What follows belongs to an exercise in optimizing a design on an open flow for small area; a production flow would make more cautious choices. Function was checked by simulation only, so behaviour that the tests miss may differ from the original. Power and IR drop assume default switching activity.

==> flow/design.v <==
`timescale 1ns/1ps
`default_nettype none
module vis_accumulator (
  input  logic        vis_clock,
  input  logic        vis_reset,
  input  logic        rst_d,       
  input  logic        frame_end,   
  input  logic        sig_valid_i,
  input  logic [3:0]  sig_idata_i,
  input  logic [3:0]  sig_qdata_i,
  input  logic [5:0]  pend,        
  input  logic [5:0]  sel,         
  output logic [11:0] word_o       
);
  localparam logic [11:0] BASE_A = {2'd2, 2'd1, 2'd1, 2'd0, 2'd0, 2'd0};
  localparam logic [11:0] BASE_B = {2'd3, 2'd3, 2'd2, 2'd3, 2'd2, 2'd1};
  logic [5:0] inc_f;
  logic [5:0] inc_g;
  logic [5:0] cnt_f [6];
  logic [5:0] cnt_g [6];
  logic [3:0] x;
  assign x = sig_idata_i ^ sig_qdata_i;
  always_comb begin
    for (int k = 0; k < 6; k++) begin
      logic ai, aq, bi, bq, bw;
      ai = sig_idata_i[BASE_A[2*k +: 2]];
      aq = sig_qdata_i[BASE_A[2*k +: 2]];
      bi = sig_idata_i[BASE_B[2*k +: 2]];
      bq = sig_qdata_i[BASE_B[2*k +: 2]];
      bw = !x[BASE_A[2*k +: 2]] && x[BASE_B[2*k +: 2]];   
      inc_f[k] = sig_valid_i && !(aq ^ bq ^ bw);
      inc_g[k] = sig_valid_i && (ai ^ bi ^ bw);
    end
  end
  genvar gk;
  generate
    for (gk = 0; gk < 6; gk++) begin : g_base
      localparam int PW = (gk == 5) ? 4 : 3;
      logic [PW-1:0] pnd_f;
      logic [PW-1:0] pnd_g;
      logic          take;
      logic          hold;
      assign take = sel[gk] || rst_d;
      assign hold = pend[gk] && !sel[gk];
      always_ff @(posedge vis_clock) begin
        cnt_f[gk] <= (take ? 6'(pnd_f) : cnt_f[gk]) + 6'(inc_f[gk] && !hold);
        cnt_g[gk] <= (take ? 6'(pnd_g) : cnt_g[gk]) + 6'(inc_g[gk] && !hold);
        if (vis_reset || frame_end) begin
          pnd_f <= '0;
          pnd_g <= '0;
        end else begin
          pnd_f <= pnd_f + PW'(inc_f[gk] && pend[gk]);
          pnd_g <= pnd_g + PW'(inc_g[gk] && pend[gk]);
        end
      end
    end
  endgenerate
  always_comb begin
    word_o = '0;
    for (int k = 0; k < 6; k++) begin
      word_o = word_o | ({cnt_f[k], cnt_g[k]} & {12{sel[k]}});
    end
  end
endmodule
`default_nettype wire
`timescale 1ns/1ps
`default_nettype none
module vis_fifo (
  input  logic        vis_clock,
  input  logic        vis_reset,
  input  logic        wr_i,
  input  logic [12:0] word_i,
  input  logic        ready_i,
  output logic        valid_o,
  output logic [12:0] word_o,     
  output logic        overflow_o
);
  logic [12:0] sh [8];
  logic [3:0]  count;
  logic        full;
  logic        push;
  logic        pop;
  assign full    = count[3];   
  assign valid_o = (count != 4'd0);
  assign push    = wr_i && !full;
  assign pop     = valid_o && ready_i;
  assign word_o  = sh[3'(count - 1'b1)];
  always_ff @(posedge vis_clock) begin
    if (push) begin
      sh[0] <= word_i;
      for (int i = 1; i < 8; i++) sh[i] <= sh[i-1];
    end
  end
  always_ff @(posedge vis_clock) begin
    if (vis_reset) begin
      count      <= '0;
      overflow_o <= 1'b0;
    end else begin
      count <= count + 4'(push) - 4'(pop);
      if (wr_i && full) overflow_o <= 1'b1;
    end
  end
endmodule
`default_nettype wire
`timescale 1ns/1ps
`default_nettype none
module byte_serializer (
  input  logic        vis_clock,
  input  logic        vis_reset,
  input  logic        valid_i,
  input  logic [12:0] word_i,
  input  logic        m_tready_i,
  output logic        ready_o,
  output logic        m_tvalid_o,
  output logic [7:0]  m_tdata_o,
  output logic        m_tlast_o
);
  logic        busy;
  logic [2:0]  idx;
  logic [11:0] sw;
  logic        slast;
  logic [6:0]  dv;
  assign ready_o = !busy;
  always_ff @(posedge vis_clock) begin
    if (vis_reset) begin
      busy <= 1'b0;
      idx  <= '0;
    end else if (valid_i && !busy) begin
      busy <= 1'b1;
      idx  <= '0;
    end else if (busy && m_tready_i) begin
      idx <= idx + 1'b1;
      if (idx == 3'd7) busy <= 1'b0;
    end
  end
  always_ff @(posedge vis_clock) begin
    if (valid_i && !busy) {sw, slast} <= word_i;
  end
  logic [6:0] sum;
  assign sum = {1'b0, sw[11:6]} + ({1'b0, sw[5:0]} ^ {7{idx[2]}}) + 7'(idx[2]);
  assign dv  = idx[2] ? sum : {sum[6:5] - 2'd1, sum[4:0]};
  assign m_tvalid_o = busy;
  assign m_tdata_o  = (idx[1:0] == 2'd0) ? {dv, 1'b0} : {8{dv[6]}};
  assign m_tlast_o  = busy && slast && (idx == 3'd7);
endmodule
`default_nettype wire
`timescale 1ns/1ps
`default_nettype none
module toy_correlator (
  input  logic       vis_clock,
  input  logic       vis_reset,
  input  logic       sig_valid_i,
  input  logic [3:0] sig_idata_i,
  input  logic [3:0] sig_qdata_i,
  input  logic       m_tready_i,
  output logic       vis_start_o,
  output logic       vis_frame_o,
  output logic       m_tvalid_o,
  output logic [7:0] m_tdata_o,
  output logic       m_tlast_o,
  output logic       vis_overflow_o
);
  logic [2:0] wcnt;      
  logic [1:0] blk;       
  logic       rst_d;     
  logic       block_done;
  logic       frame_end;
  assign block_done = sig_valid_i && (wcnt == 3'd7);
  assign frame_end  = block_done && (blk == 2'd3) && !vis_reset;
  always_ff @(posedge vis_clock) begin
    rst_d <= vis_reset;
    if (vis_reset) begin
      wcnt        <= '0;
      blk         <= '0;
      vis_start_o <= 1'b0;
      vis_frame_o <= 1'b0;
    end else begin
      if (sig_valid_i) wcnt <= wcnt + 1'b1;
      if (block_done) blk <= blk + 1'b1;
      vis_start_o <= block_done && !vis_frame_o;
      if (block_done) vis_frame_o <= 1'b1;
    end
  end
  logic [6:0] pend;
  logic [2:0] ph;
  logic       strobe;
  logic [5:0] sel;
  logic       wr;
  assign strobe = pend[6] && (ph == 3'd1);
  assign wr     = strobe && !pend[0];
  always_comb begin
    for (int k = 0; k < 6; k++) sel[k] = strobe && pend[k+1] && !pend[k];
  end
  always_ff @(posedge vis_clock) begin
    ph <= frame_end ? 3'd0 : ph + 1'b1;
    if (vis_reset) begin
      pend <= '0;
    end else if (frame_end) begin
      pend <= '1;
    end else if (strobe) begin
      pend <= {pend[5:0], 1'b0};
    end
  end
  logic [11:0] acc_word;
  logic        q_valid;
  logic        q_ready;
  logic [12:0] q_word;
  vis_accumulator u_accum (
    .vis_clock   (vis_clock),
    .vis_reset   (vis_reset),
    .rst_d       (rst_d),
    .frame_end   (frame_end),
    .sig_valid_i (sig_valid_i),
    .sig_idata_i (sig_idata_i),
    .sig_qdata_i (sig_qdata_i),
    .pend        (pend[6:1]),
    .sel         (sel),
    .word_o      (acc_word)
  );
  vis_fifo u_fifo (
    .vis_clock  (vis_clock),
    .vis_reset  (vis_reset),
    .wr_i       (wr),
    .word_i     ({acc_word, sel[5]}),
    .ready_i    (q_ready),
    .valid_o    (q_valid),
    .word_o     (q_word),
    .overflow_o (vis_overflow_o)
  );
  byte_serializer u_serializer (
    .vis_clock  (vis_clock),
    .vis_reset  (vis_reset),
    .valid_i    (q_valid),
    .word_i     (q_word),
    .m_tready_i (m_tready_i),
    .ready_o    (q_ready),
    .m_tvalid_o (m_tvalid_o),
    .m_tdata_o  (m_tdata_o),
    .m_tlast_o  (m_tlast_o)
  );
endmodule
`default_nettype wire
export LEC_CHECK = 0
export CAP_MARGIN = 20
export CORE_MARGIN = 2
export CORE_UTILIZATION = 70
export SLEW_MARGIN = 20
create_clock -name core_clock -period 6.0 [get_ports {vis_clock}]
standard.sh (not shown) runs the stock make flow with config.mk's settings and CLKGATE_MAP_FILE= SYNTH_SCRIPT=/design/flow/synth_recipe.tcl, a recipe that flattens the netlist after the stock synthesis.
==> flow/flow/run.sh <==
#!/bin/bash
# Standard layout, with the smallest buffer on each port and a leaner clock tree
set -euo pipefail
export BUFFER_PORTS_ARGS="-buffer_cell sky130_fd_sc_hd__buf_1"
export CTS_ARGS="-sink_clustering_enable -repair_clock_nets -sink_clustering_size 16 -sink_clustering_max_diameter 60 -buf_list sky130_fd_sc_hd__clkbuf_8 -dont_use_dummy_load"
bash standard.sh > standard.log 2>&1
Then changed:
ABC_AREA = 1   (was default)
Outcome: The new run passed the timing, DRC and antenna checks; area after synthesis went up by a few percent; synthesized cell count went up by a quarter to a third; clock-buffer cell count went down by 1; cell count went up by about a fifth; utilization went up by 0.48 points; combinational power went down by roughly a tenth; cell area went up slightly; setup slack improved by 490 ps; via count went up by a little under a tenth; worst hold slack got worse by 3.5 ps.
Then changed:
==> flow/flow/run.sh (replaced) <==
#!/bin/bash
# Own synthesis (flow/synth.tcl: the standard one with an area-oriented ABC
# mapping), then the standard layout from the synthesized netlist, with the
# smallest buffer on each port and a clock tree without dummy loads.
set -euo pipefail
W=$(pwd)
export OWN_ABC_SCRIPT="$W/flow/area.abc"
export BUFFER_PORTS_ARGS="-buffer_cell sky130_fd_sc_hd__buf_1"
export CTS_ARGS="-sink_clustering_enable -repair_clock_nets -sink_clustering_size 16 -sink_clustering_max_diameter 60 -buf_list sky130_fd_sc_hd__clkbuf_8 -dont_use_dummy_load"
sed -e "s#SYNTH_SCRIPT=[^ ]*#SYNTH_SCRIPT=$W/flow/synth.tcl#" standard.sh > own_synth.sh
bash own_synth.sh synth > synth.log 2>&1
bash standard.sh > standard.log 2>&1
==> flow/flow/area.abc (new file) <==
&get -n
&st
&dch
&nf -R 1000 -p -F 8 -A 4
&put
&get -n
&st
&dch
&nf -R 1000 -p -F 8 -A 4
&put
&get -n
&st
&dch
&nf -R 1000 -p -F 8 -A 4
&put
==> flow/flow/synth.tcl (new file) <==
# synth_recipe.tcl (the standard synthesis), with the final ABC mapping run for
# area and the arithmetic left to ABC instead of fixed half/full-adder cells.
# Flip-flops are mapped before ABC runs, so the registers, their names and
# cell types are those of the standard synthesis.
proc synth {args} { yosys synth -nofsm -noshare {*}$args }
proc extract_fa {args} { }
proc abc {args} {
  foreach o {-script -D} {
    set i [lsearch -exact $args $o]
    if { $i >= 0 } { set args [lreplace $args $i [expr {$i + 1}]] }
  }
  yosys abc {*}$args -script $::env(OWN_ABC_SCRIPT)
}
source $::env(SCRIPTS_DIR)/synth.tcl
# left out here: clear keep_hierarchy, flatten, clean up, hide names made inside functions, write 1_2_yosys.v
ABC_AREA = default   (was 1)
CAP_MARGIN = 0   (was 20)
SLEW_MARGIN = 0   (was 20)
Area after synthesis fell by 16%.
Total power came out lower by 9.0%.
Routed wire length shrinks by 8.6%.
Sequential cell count does not change.
Synthesized cell count drops by about 35%.
Via count goes down by about 14%.
Setup slack degrades by 1300 ps.

* * *

== job 9030 ==
toy_correlator, a different RTL version from the one above (not shown whole).
Size in the first run: about 250 flip-flops, about 25 I/O pins, about 11000 um2 of cells after synthesis.
==> flow/config.mk <==
export PLATFORM = sky130hd
export DESIGN_NAME = toy_correlator
export DESIGN_NICKNAME = toy_correlator
export VERILOG_FILES = /design/flow/design.v
export SDC_FILE = /design/flow/constraint.sdc
export NUM_CORES = 4
export LEC_CHECK = 0
export ABC_AREA = 1
export CAP_MARGIN = 20
export CORE_MARGIN = 2
export CORE_UTILIZATION = 70
export SLEW_MARGIN = 20
==> flow/constraint.sdc <==
create_clock -name core_clock -period 6.0 [get_ports {vis_clock}]
set_input_delay 1.2000 -clock core_clock [delete_from_list [all_inputs] [get_ports {vis_clock}]]
set_output_delay 1.2000 -clock core_clock [all_outputs]
set_load 0.01 [all_outputs]
==> flow/flow/run.sh <==
#!/bin/bash
# Standard layout, with the smallest buffer on each port and a leaner clock tree
set -euo pipefail
export BUFFER_PORTS_ARGS="-buffer_cell sky130_fd_sc_hd__buf_1"
export CTS_ARGS="-sink_clustering_enable -repair_clock_nets -sink_clustering_size 30 -sink_clustering_max_diameter 100 -buf_list sky130_fd_sc_hd__clkbuf_16 -dont_use_dummy_load"
bash standard.sh > standard.log 2>&1
Having completed the whole flow, job 9030 delivered a layout that passed the timing, DRC and antenna checks.
Input changes introduced in job 3490 (baseline for comparison: job 9030):
- swapping 20 for 0 in SLEW_MARGIN
- swapping 20 for 0 in CAP_MARGIN
- clearing ABC_AREA, which used to be 1
==> flow/flow/run.sh <==
#!/bin/bash
# Own synthesis (flow/synth.tcl: the standard one with an area-oriented ABC
# mapping), then the standard layout from the synthesized netlist, with the
# smallest buffer on each port and a clock tree without dummy loads.
set -euo pipefail
W=$(pwd)
export OWN_ABC_SCRIPT="$W/flow/area.abc"
export BUFFER_PORTS_ARGS="-buffer_cell sky130_fd_sc_hd__buf_1"
export CTS_ARGS="-sink_clustering_enable -repair_clock_nets -sink_clustering_size 16 -sink_clustering_max_diameter 60 -buf_list sky130_fd_sc_hd__clkbuf_8 -dont_use_dummy_load"
sed -e "s#SYNTH_SCRIPT=[^ ]*#SYNTH_SCRIPT=$W/flow/synth.tcl#" standard.sh > own_synth.sh
bash own_synth.sh synth > synth.log 2>&1
bash standard.sh > standard.log 2>&1
==> flow/flow/area.abc (new file) <==
&get -n
&st
&dch
&nf -R 1000 -p -F 8 -A 4
&put
&get -n
&st
&dch
&nf -R 1000 -p -F 8 -A 4
&put
&get -n
&st
&dch
&nf -R 1000 -p -F 8 -A 4
&put
==> flow/flow/synth.tcl (new file) <==
# synth_recipe.tcl (the standard synthesis), with the final ABC mapping run for
# area and the arithmetic left to ABC instead of fixed half/full-adder cells.
# Flip-flops are mapped before ABC runs, so the registers, their names and
# cell types are those of the standard synthesis.
proc synth {args} { yosys synth -nofsm -noshare {*}$args }
proc extract_fa {args} { }
proc abc {args} {
  foreach o {-script -D} {
    set i [lsearch -exact $args $o]
    if { $i >= 0 } { set args [lreplace $args $i [expr {$i + 1}]] }
  }
  yosys abc {*}$args -script $::env(OWN_ABC_SCRIPT)
}
source $::env(SCRIPTS_DIR)/synth.tcl
# left out here: clear keep_hierarchy, flatten, clean up, hide names made inside functions, write 1_2_yosys.v
## What came out
A endpoint of the worst setup timing path of m_tdata_o[6] is what job 3490 shows, while m_tdata_o[4] belongs to job 9030.
Diff job 9030 -> job 3490: vias per cell now sits higher, count of vias placed by the detailed router decreased 352.
On job 3490: global-route wire length before repair is about 0.8% higher than what job 9030 gave.
Looking at critical-path cell with the highest stage delay, the sky130_fd_sc_hd__dfxtp_2 result is from job 3490; the sky130_fd_sc_hd__nor2_1 one comes from job 9030.
Edits applied to the flow inputs when going from job 3490 to job 5518:
- an added ABC_AREA of 1
- a change of SLEW_MARGIN from 0 to 20
- an added CTS_CLUSTER_DIAMETER of 100
- an added CTS_CLUSTER_SIZE of 30
- an added CTS_BUF_LIST of sky130_fd_sc_hd__clkbuf_16
- a change of CAP_MARGIN from 0 to 20
==> flow/run.sh (new file) <==
#!/bin/bash
# synth_recipe.tcl (not shown) runs the flow's synth.tcl, then flattens the netlist and writes it again
# the make line also repeats each setting of config.mk as NAME=value (left out here)
make -C /OpenROAD-flow-scripts/flow DESIGN_CONFIG=/design/flow/config.mk WORK_HOME=/design/flow/orfs CLKGATE_MAP_FILE= SYNTH_SCRIPT=/design/flow/synth_recipe.tcl finish
removed: flow/flow/run.sh
removed: flow/flow/area.abc
removed: flow/flow/synth.tcl
removed: flow/standard.sh
==> comparison <==
- Job 5518 reports its start point of the critical path as u_fifo.count[3] while job 3490 reports u_fifo.count[1].
- After detailed routing, job 3490 needs more wire than job 5518.
- Number of ordinary and repair buffers in the finished layout (higher): job 3490
- The higher post-synthesis to final-layout area growth of job 5518 and job 3490 is in job 3490.
- When job 5518 is set beside job 3490, its post-layout net count turns out to be 290 larger.
## Diff of input files: job 7430 against job 5518
- CTS_CLUSTER_SIZE: 30 -> unset
- CTS_BUF_LIST: sky130_fd_sc_hd__clkbuf_16 -> unset
- CTS_CLUSTER_DIAMETER: 100 -> unset
==> flow/flow/run.sh (new file) <==
#!/bin/bash
# Standard layout, with the smallest buffer on each port and a leaner clock tree
set -euo pipefail
export BUFFER_PORTS_ARGS="-buffer_cell sky130_fd_sc_hd__buf_1"
export CTS_ARGS="-sink_clustering_enable -repair_clock_nets -sink_clustering_size 16 -sink_clustering_max_diameter 60 -buf_list sky130_fd_sc_hd__clkbuf_8 -dont_use_dummy_load"
bash standard.sh > standard.log 2>&1
==> flow/standard.sh (new file) <==
#!/bin/bash
# synth_recipe.tcl (not shown) runs the flow's synth.tcl, then flattens the netlist and writes it again
# the make line also repeats each setting of config.mk as NAME=value (left out here)
make -C /OpenROAD-flow-scripts/flow DESIGN_CONFIG=/design/flow/config.mk WORK_HOME=/design/flow/orfs CLKGATE_MAP_FILE= SYNTH_SCRIPT=/design/flow/synth_recipe.tcl "${@:-finish}"
removed: flow/run.sh
Findings:
- Job 7430 vs job 5518: share of total power in the clock network down
- Density: job 7430 sparser than job 5518
- Cmp job 7430 vs job 5518: post-synthesis to final-layout area growth lower in job 7430
- Sort job 7430 and job 5518 by per-cell routed wire length asc -> top: job 7430
- Against job 5518, final weighted congestion of routability-driven global placement in job 7430 fell slightly.
- Smallest hold slack delta (job 5518 -> job 7430): insignificant
- When the final numbers for job 7430 and job 5518 were put side by side, the final critical-path setup slack turned out to be smaller in job 7430.
- Job 7430 ends up with a met3 usage in global routing that is 0.23 points higher than in job 5518.
Input-level comparison between job 2674 and job 7430:
- CTS_CLUSTER_DIAMETER now 60, previously not set
- CTS_CLUSTER_SIZE now 16, previously not set
- CTS_BUF_LIST now sky130_fd_sc_hd__clkbuf_8, previously not set
==> flow/flow/run.sh <==
#!/bin/bash
# Standard layout, with the smallest buffer on each port
set -euo pipefail
export BUFFER_PORTS_ARGS="-buffer_cell sky130_fd_sc_hd__buf_1"
bash standard.sh > standard.log 2>&1
Notes after the runs:
Re synthesis-to-layout area growth: job 7430 was lower than job 2674. Changes observed in job 2674 relative to job 7430: power share of the clock group went up; post-route worst setup slack about even.

==> separate check: timing with driven ports <==
How much do the figures lean on ideal ports? The routed layouts below were timed once more, with nothing changed but the port constraints. Step 1 (the two cells are an assumption about what drives the block):
set clk [get_ports {vis_clock}]
set_driving_cell -lib_cell sky130_fd_sc_hd__clkbuf_16 $clk
set_driving_cell -lib_cell sky130_fd_sc_hd__buf_2 [delete_from_list [all_inputs] $clk]
Step 2, shift: input delay + t, output delay - t, t = (earliest + latest rising clock arrival at the registers) / 2. This alone moves slack from input paths to output paths. a / b / c = no drivers / after step 1 / after step 2; a / b = the first two.
run | t (ns) | slack for setup (ns) | worst setup path after step 2
the first run of note 1 | 0.557 | 1.542 / 1.500 / 2.058 | register to output
the second run of note 1 | 0.558 | 2.033 / 1.988 / 2.546 | register to output
the third run of note 1 | 0.550 | 0.703 / 0.659 / 1.209 | register to output
job 9030 | 0.500 | 0.384 / 0.335 / 0.835 | register to output
job 3490 | 0.543 | 0.233 / 0.196 / 0.739 | register to output
job 5518 | 0.526 | 0.353 / 0.306 / 0.832 | register to output
job 7430 | 0.563 | 0.347 / 0.302 / 0.865 | register to output
job 2674 | 0.561 | 0.349 / 0.304 / 0.865 | register to output
After both steps setup and hold are still met in every run listed.
